This is an optimization exercise on Yosys and OpenROAD, whose aim is small area, not a production implementation. Only simulation tests tie the RTL to the original design; equivalence was not proved. Power figures rest on the tool's default switching activity, not on a simulated workload.

==> inputs of trial 84 <==
## mc_datapath_hs
module mc_datapath_hs
#(
  parameter int          XLEN     = 32,
  parameter int          NREG     = 32,
  parameter logic [31:0] PC_RESET = 32'h0000_3000
) (
  input  logic            clk,
  input  logic            rst,
  input  logic            pc_wr,
  input  logic            ir_wr,
  input  logic            rf_wr,
  input  logic [1:0]      npc_op,
  input  logic [3:0]      alu_op,
  input  logic [1:0]      ext_op,
  input  logic            b_sel,
  input  logic [1:0]      d_sel,
  input  logic [1:0]      r_sel,
  input  logic            mem_rd,
  input  logic            mem_wr,
  input  logic            mem_src,
  output logic            mem_req_o,
  output logic            mem_we_o,
  output logic [XLEN-1:0] mem_addr_o,
  output logic [XLEN-1:0] mem_wdata_o,
  input  logic            mem_ack_i,
  input  logic [XLEN-1:0] mem_rdata_i,
  output logic            mem_busy,
  output logic            mem_done,
  output logic [5:0]      op,
  output logic [5:0]      funct,
  output logic            zero,
  output logic [XLEN-1:0] pc_o
);
==> flow/config.mk <==
export PLATFORM = sky130hd
export DESIGN_NAME = mc_datapath_hs
export DESIGN_NICKNAME = mc_datapath_hs
export VERILOG_FILES = /design/flow/design.v
export SDC_FILE = /design/flow/constraint.sdc
export NUM_CORES = 4
export LEC_CHECK = 0
export CAP_MARGIN = 10
export CORE_MARGIN = 2
export CORE_UTILIZATION = 40
export CTS_BUF_LIST = sky130_fd_sc_hd__clkbuf_8
export CTS_CLUSTER_DIAMETER = 80
export CTS_CLUSTER_SIZE = 14
export SLEW_MARGIN = 10
export SYNTH_HIERARCHICAL = 1
==> flow/constraint.sdc <==
create_clock -name core_clock -period 8.5 [get_ports {clk}]
set_input_delay 1.7000 -clock core_clock [delete_from_list [all_inputs] [get_ports {clk}]]
set_output_delay 1.7000 -clock core_clock [all_outputs]
set_load 0.01 [all_outputs]
standard.sh (not shown) runs the stock make flow with config.mk's settings and CLKGATE_MAP_FILE= SYNTH_SCRIPT=/design/flow/synth_recipe.tcl, a recipe that flattens the netlist after the stock synthesis.
==> flow/flow/run.sh <==
#!/bin/bash
set -euo pipefail
export BUFFER_PORTS_ARGS="-buffer_cell sky130_fd_sc_hd__buf_1"
bash standard.sh > standard.log 2>&1
==> trial 34: changes against trial 84 <==
--- a/flow/design.v
+++ b/flow/design.v
@@ -228,86 +228,74 @@
   input  logic            clk,
   input  logic            rst,
   input  logic            clr,
   input  logic            we,
   input  logic [AW-1:0]   waddr,
-  input  logic [XLEN-1:0] wdata,
+  input  logic [XLEN-1:0] wdata_n,
   input  logic [AW-1:0]   raddr1,
   input  logic [AW-1:0]   raddr2,
   output logic [XLEN-1:0] rdata1,
   output logic [XLEN-1:0] rdata2
 );
   logic [NREG-1:0] wsel, rsel1, rsel2;
-  logic [XLEN-1:0] q [NREG];
+  logic            any1, any2;
+  logic [XLEN-1:0] qn [NREG];
   always_comb begin
     for (int i = 0; i < NREG; i++) begin
       wsel[i]  = rst | (we && (waddr == AW'(i)));
       rsel1[i] = !clr && (raddr1 == AW'(i));
       rsel2[i] = !clr && (raddr2 == AW'(i));
     end
   end
-  assign q[0] = '0;
+  assign any1 = !clr && (raddr1 != '0);
+  assign any2 = !clr && (raddr2 != '0);
+  assign qn[0] = '1;
   for (genvar i = 1; i < NREG; i++) begin : g_reg
     logic [XLEN-1:0] r;
     always_ff @(posedge clk) begin
-      if (wsel[i]) r <= wdata;
+      if (wsel[i]) r <= wdata_n;
     end
-    assign q[i] = r;
+    assign qn[i] = r;
   end
   for (genvar j = 0; j < XLEN; j++) begin : g_bit
     logic [NREG-2:0] col;
     for (genvar i = 1; i < NREG; i++) begin : g_col
-      assign col[i-1] = q[i][j];
+      assign col[i-1] = qn[i][j];
     end
-    mc_dp_rdsel u_rd1 (.d(col), .s(rsel1[NREG-1:1]), .y(rdata1[j]));
-    mc_dp_rdsel u_rd2 (.d(col), .s(rsel2[NREG-1:1]), .y(rdata2[j]));
+    mc_dp_rdsel u_rd1 (.dn(col), .s(rsel1[NREG-1:1]), .any(any1), .y(rdata1[j]));
+    mc_dp_rdsel u_rd2 (.dn(col), .s(rsel2[NREG-1:1]), .any(any2), .y(rdata2[j]));
   end
 endmodule
 module mc_dp_rdsel (
-  input  logic [30:0] d,
+  input  logic [30:0] dn,
   input  logic [30:0] s,
+  input  logic        any,
   output logic        y
 );
   logic [10:0] n;
-  logic [2:0]  m;
   for (genvar k = 0; k < 10; k++) begin : g_ao3
     mc_dp_aoi222 u_g (
-      .a0 (d[3*k]),   .s0 (s[3*k]),
-      .a1 (d[3*k+1]), .s1 (s[3*k+1]),
-      .a2 (d[3*k+2]), .s2 (s[3*k+2]),
+      .a0 (dn[3*k]),   .s0 (s[3*k]),
+      .a1 (dn[3*k+1]), .s1 (s[3*k+1]),
+      .a2 (dn[3*k+2]), .s2 (s[3*k+2]),
       .y  (n[k])
     );
   end
-  mc_dp_nand2 u_g10 (.a (d[30]), .b (s[30]), .y (n[10]));
-  mc_dp_nand4 u_c0 (.a (n[0]), .b (n[1]), .c (n[2]), .d (n[3]), .y (m[0]));
-  mc_dp_nand4 u_c1 (.a (n[4]), .b (n[5]), .c (n[6]), .d (n[7]), .y (m[1]));
-  mc_dp_nand3 u_c2 (.a (n[8]), .b (n[9]), .c (n[10]), .y (m[2]));
-  mc_dp_or3   u_o  (.a (m[0]), .b (m[1]), .c (m[2]), .y (y));
+  assign n[10] = ~(dn[30] & s[30]);
+  mc_dp_and12 u_o (.x ({any, n}), .y (y));
 endmodule
 module mc_dp_aoi222 (
   input  logic a0, s0, a1, s1, a2, s2,
   output logic y
 );
   assign y = ~((a0 & s0) | (a1 & s1) | (a2 & s2));
 endmodule
-module mc_dp_nand4 (
-  input  logic a, b, c, d,
-  output logic y
-);
-  assign y = ~(a & b & c & d);
-endmodule
-module mc_dp_nand3 (
-  input  logic a, b, c,
-  output logic y
-);
-  assign y = ~(a & b & c);
-endmodule
-module mc_dp_or3 (
-  input  logic a, b, c,
-  output logic y
+module mc_dp_and12 (
+  input  logic [11:0] x,
+  output logic        y
 );
-  assign y = a | b | c;
+  assign y = &x;
 endmodule
 module mc_dp_memif
 #(
   parameter int XLEN = 32
 ) (
@@ -409,11 +397,11 @@
   logic [31:0]     ir_q;
   logic [XLEN-1:0] mdr;
   logic [XLEN-1:0] pc_d, ir_d, alu_d;
   logic            d_alu, d_mdr, d_pc;
   logic [XLEN-1:0] alu_b, alu_y;
-  logic [XLEN-1:0] rf_rd1, rf_rd2, rf_wdata;
+  logic [XLEN-1:0] rf_rd1, rf_rd2, rf_wdata_n;
   logic [AW-1:0]   rf_waddr;
   logic [15:0]     imm16;
   assign imm16 = ir_q[IMM_HI:IMM_LO];
   assign op    = ir_q[OP_HI:OP_LO];
   assign funct = ir_q[FUNCT_HI:FUNCT_LO];
@@ -433,29 +421,27 @@
   end
   assign d_mdr = !rst && (d_sel == D_MDR);
   assign d_pc  = !rst && (d_sel == D_PC);
   assign d_alu = !rst && !(d_sel == D_MDR) && !(d_sel == D_PC);
   for (genvar j = 0; j < XLEN; j++) begin : g_wd
-    logic wn;
     mc_dp_aoi222 u_wd (
       .a0 (alu_out_q[j]), .s0 (d_alu),
       .a1 (mdr[j]),       .s1 (d_mdr),
       .a2 (pc_q[j]),      .s2 (d_pc),
-      .y  (wn)
+      .y  (rf_wdata_n[j])
     );
-    mc_dp_inv u_wi (.a (wn), .y (rf_wdata[j]));
   end
   mc_dp_rf #(
     .XLEN (XLEN),
     .NREG (NREG)
   ) u_rf (
     .clk    (clk),
     .rst    (rst),
     .clr    (rst),
     .we     (rf_wr),
     .waddr  (rf_waddr),
-    .wdata   (rf_wdata),
+    .wdata_n (rf_wdata_n),
     .raddr1 (ir_q[RS_LO +: AW]),
     .raddr2 (ir_q[RT_LO +: AW]),
     .rdata1 (rf_rd1),
     .rdata2 (rf_rd2)
   );
==> flow/run.sh (new file) <==
#!/bin/bash
# synth_recipe.tcl (not shown) runs the flow's synth.tcl, then flattens the netlist and writes it again
# the make line also repeats each setting of config.mk as NAME=value (left out here)
make -C /OpenROAD-flow-scripts/flow DESIGN_CONFIG=/design/flow/config.mk WORK_HOME=/design/flow/orfs CLKGATE_MAP_FILE= SYNTH_SCRIPT=/design/flow/synth_recipe.tcl finish
- CAP_MARGIN: 10 -> 20
- CTS_BUF_LIST: sky130_fd_sc_hd__clkbuf_8 -> default
- CTS_CLUSTER_DIAMETER: 80 -> default
- CTS_CLUSTER_SIZE: 14 -> default
- SLEW_MARGIN: 10 -> 20
removed: flow/flow/run.sh
removed: flow/standard.sh
==> build 29: changes against trial 84 <==
--- a/flow/design.v
+++ b/flow/design.v
@@ -234,24 +234,28 @@
   input  logic [AW-1:0]   raddr1,
   input  logic [AW-1:0]   raddr2,
   output logic [XLEN-1:0] rdata1,
   output logic [XLEN-1:0] rdata2
 );
-  logic [NREG-1:0] wsel, rsel1, rsel2;
+  logic [NREG-1:0] wsel, whold, rsel1, rsel2;
   logic [XLEN-1:0] q [NREG];
   always_comb begin
     for (int i = 0; i < NREG; i++) begin
       wsel[i]  = rst | (we && (waddr == AW'(i)));
+      whold[i] = !wsel[i];
       rsel1[i] = !clr && (raddr1 == AW'(i));
       rsel2[i] = !clr && (raddr2 == AW'(i));
     end
   end
   assign q[0] = '0;
   for (genvar i = 1; i < NREG; i++) begin : g_reg
-    logic [XLEN-1:0] r;
+    logic [XLEN-1:0] r, r_d;
+    for (genvar j = 0; j < XLEN; j++) begin : g_d
+      mc_dp_ao22 u_d (.a0 (wdata[j]), .s0 (wsel[i]), .a1 (r[j]), .s1 (whold[i]), .y (r_d[j]));
+    end
     always_ff @(posedge clk) begin
-      if (wsel[i]) r <= wdata;
+      r <= r_d;
     end
     assign q[i] = r;
   end
   for (genvar j = 0; j < XLEN; j++) begin : g_bit
     logic [NREG-2:0] col;
@@ -327,29 +331,31 @@
   output logic [XLEN-1:0] wdata,
   output logic            busy,
   output logic            done,
   output logic [XLEN-1:0] mdr
 );
-  logic            start, fin, ld_addr, ld_mdr;
+  logic            start, fin, ld, hold, ld_mdr, hold_mdr;
   logic [XLEN-1:0] addr_d, wdata_d, mdr_d;
-  assign start   = !busy && (rd || wr);
-  assign fin     = req && ack;
-  assign ld_addr = rst || start;
-  assign ld_mdr  = rst || (fin && !we);
-  for (genvar j = 0; j < XLEN; j++) begin : g_addr
-    mc_dp_ao22 u_a (.a0 (alu_out[j]), .s0 (src && !rst), .a1 (pc[j]), .s1 (!src && !rst),
-                    .y (addr_d[j]));
+  assign start    = !busy && (rd || wr);
+  assign fin      = req && ack;
+  assign ld       = !rst && start;
+  assign hold     = !rst && !start;
+  assign ld_mdr   = !rst && fin && !we;
+  assign hold_mdr = !rst && !(fin && !we);
+  for (genvar j = 0; j < XLEN; j++) begin : g_d
+    logic an;
+    mc_dp_aoi222 u_a (.a0 (alu_out[j]), .s0 (ld && src), .a1 (pc[j]), .s1 (ld && !src),
+                      .a2 (addr[j]), .s2 (hold), .y (an));
+    mc_dp_inv    u_ai (.a (an), .y (addr_d[j]));
+    mc_dp_ao22   u_w (.a0 (store[j]), .s0 (ld), .a1 (wdata[j]), .s1 (hold), .y (wdata_d[j]));
+    mc_dp_ao22   u_m (.a0 (rdata[j]), .s0 (ld_mdr), .a1 (mdr[j]), .s1 (hold_mdr), .y (mdr_d[j]));
   end
-  assign wdata_d = rst ? '0 : store;
-  assign mdr_d   = rst ? '0 : rdata;
   always_ff @(posedge clk) begin
-    if (ld_addr) begin
-      addr  <= addr_d;
-      wdata <= wdata_d;
-      we    <= !rst && wr;
-    end
-    if (ld_mdr) mdr <= mdr_d;
+    addr  <= addr_d;
+    wdata <= wdata_d;
+    mdr   <= mdr_d;
+    if (rst || start) we <= !rst && wr;
   end
   always_ff @(posedge clk) begin
     if (rst) begin
       req  <= 1'b0;
       busy <= 1'b0;
@@ -420,11 +426,11 @@
   assign pc_o  = pc_q;
   mc_dp_opb #(.XLEN (XLEN)) u_opb (
     .imm16 (imm16), .ext_op (ext_op), .b_sel (b_sel), .b (b_q), .y (alu_b)
   );
   mc_dp_npc #(.XLEN (XLEN), .PC_RESET (PC_RESET)) u_npc (
-    .rst (rst), .npc_op (npc_op), .pc (pc_q), .ir (ir_q), .a (a_q), .pc_d (pc_d)
+    .rst (rst), .pc_wr (pc_wr), .npc_op (npc_op), .pc (pc_q), .ir (ir_q), .a (a_q), .pc_d (pc_d)
   );
   always_comb begin
     case (r_sel)
       R_RD:    rf_waddr = ir_q[RD_LO +: AW];
       R_LINK:  rf_waddr = AW'(NREG - 1);
@@ -488,15 +494,18 @@
     .wdata   (mem_wdata_o),
     .busy    (mem_busy),
     .done    (mem_done),
     .mdr     (mdr)
   );
-  assign ir_d  = rst ? '0 : mdr[31:0];
+  for (genvar j = 0; j < 32; j++) begin : g_ir
+    mc_dp_ao22 u_ir (.a0 (mdr[j]), .s0 (!rst && ir_wr), .a1 (ir_q[j]), .s1 (!rst && !ir_wr),
+                     .y (ir_d[j]));
+  end
   assign alu_d = rst ? '0 : alu_y;
   always_ff @(posedge clk) begin
-    if (rst || pc_wr) pc_q <= pc_d;
-    if (rst || ir_wr) ir_q <= ir_d;
+    pc_q      <= pc_d;
+    ir_q      <= ir_d;
     a_q       <= rf_rd1;
     b_q       <= rf_rd2;
     alu_out_q <= alu_d;
   end
 endmodule
@@ -536,10 +545,11 @@
 module mc_dp_npc #(
   parameter int          XLEN     = 32,
   parameter logic [31:0] PC_RESET = 32'h0000_3000
 ) (
   input  logic            rst,
+  input  logic            pc_wr,
   input  logic [1:0]      npc_op,
   input  logic [XLEN-1:0] pc,
   input  logic [31:0]     ir,
   input  logic [XLEN-1:0] a,
   output logic [XLEN-1:0] pc_d
@@ -557,18 +567,22 @@
   for (genvar i = 0; i < W; i++) begin : g_s
     mc_dp_xor2 u_s (.a (p[i]), .b (c[i]), .y (seq[i+2]));
   end
   assign seq[1:0] = pc[1:0];
   assign jt = {pc[XLEN-1:28], ir[JT_HI:0], 2'b00};
-  assign k_seq = !rst && !npc_op[1];
-  assign k_j   = !rst && (npc_op == NPC_J);
-  assign k_jr  = !rst && (npc_op == NPC_JR);
+  logic k_hold;
+  assign k_seq  = !rst && pc_wr && !npc_op[1];
+  assign k_j    = !rst && pc_wr && (npc_op == NPC_J);
+  assign k_jr   = !rst && pc_wr && (npc_op == NPC_JR);
+  assign k_hold = !rst && !pc_wr;
   for (genvar i = 0; i < XLEN; i++) begin : g_m
+    logic h;
     mc_dp_aoi222 u_m (.a0 (seq[i]), .s0 (k_seq), .a1 (jt[i]), .s1 (k_j), .a2 (a[i]), .s2 (k_jr),
                       .y (n[i]));
+    mc_dp_nand2 u_h (.a (pc[i]), .b (k_hold), .y (h));
     if (PC_RESET[i]) begin : g_1
-      mc_dp_nand2 u_o (.a (n[i]), .b (!rst), .y (pc_d[i]));
+      mc_dp_nand3 u_o (.a (n[i]), .b (h), .c (!rst), .y (pc_d[i]));
     end else begin : g_0
-      mc_dp_inv u_o (.a (n[i]), .y (pc_d[i]));
+      mc_dp_nand2 u_o (.a (n[i]), .b (h), .y (pc_d[i]));
     end
   end
 endmodule
==> qor summary <==
|  | trial 84 | trial 34 | build 29 |
|---|---|---|---|
| Result of the run | complete, no violations | complete, no violations | complete, no violations |
| CP max FO | 31 | 6 | 16 |
| Internal power contribution | 9.151 mW | 11.49 mW | 7.699 mW |
| Endpoint, Worst Hold | u_memif.busy | u_memif.req | u_memif.wdata[22] |
| Initial cell density of the core | 40.24% | 40.31% | 40.32% |
| GP Congestion | 0.9848 | 0.9382 | 1.014 |
| Multi-input gate count | 2220 | 2230 | 3306 |
| Sequential fraction of total cell area | 59.65% | 55.32% | 41.60% |
| Peak supply drop | 0.1115 mV | 0.2095 mV | 0.1053 mV |
| Slew margin rel. | 8.529% | 19.21% | 7.538% |
| Storage cell area | 0.03661 mm^2 | 0.03661 mm^2 | 0.02508 mm^2 |
| Global-route met3 utilization | 8.198% | 10.02% | 10.29% |
| Comb power | 1.88 mW | 2.40 mW | 1.11 mW |
| Avg Synthesized Cell Area | 15.49 um^2 | 15.67 um^2 | 11.40 um^2 |
| RSZ-0062 raised after global routing | no | no | - |
| PD cells | 211.9 mW/mm^2 | 240.7 mW/mm^2 | 178.6 mW/mm^2 |
| Drt total wl | 220000 um | 223300 um | 269200 um |
| Post-route worst hold slack | 0.4945 ns | 0.5027 ns | 0.4800 ns |
| R2r worst-path depth | 14 | 19 | 17 |
| Clock buffer count from CTS | 102 | 134 | 103 |
| Worst Hold Path Cells | 2 | 2 | 1 |
| Switch Pwr | 3.853 mW | 4.444 mW | 3.072 mW |
| Fraction of final layout cells with drive strength greater than 1 | 10.21% | 16.34% | 10.79% |
| Fraction of area in multi-input gates | 30.33% | 28.79% | 47.01% |

separate check: timing with driven ports:
How much do the figures lean on ideal ports? The routed layouts below were timed once more, with nothing changed but the port constraints.
Step 1: set_driving_cell puts a clkbuf_16 on clk and a buf_2 on each other input, an assumption about the parent block.
Step 2, shift: input delay + t, output delay - t, t = (earliest + latest rising clock arrival at the registers) / 2. This alone moves slack from input paths to output paths.
a / b / c = ideal / step 1 / step 2; a / b = the first two.
run	t, ns	slack for setup (ns)	hold WS [ns]	worst setup path at the end	cell pins on the clock port's net
trial 84	0.933	0.299 / 0.276 / 0.276	0.495 / 0.495 / 0.495	input to output	1
trial 34	0.833	0.216 / 0.188 / 0.188	0.503 / 0.503 / 0.503	input to output	1
build 29	0.949	0.175 / 0.146 / 0.146	0.480 / 0.480 / 0.480	input to output	1
After both steps setup and hold are still met in every run listed. The setup slack of build 29, which loses most, moves by -0.029 ns with the drivers and by -0.029 ns with both steps.
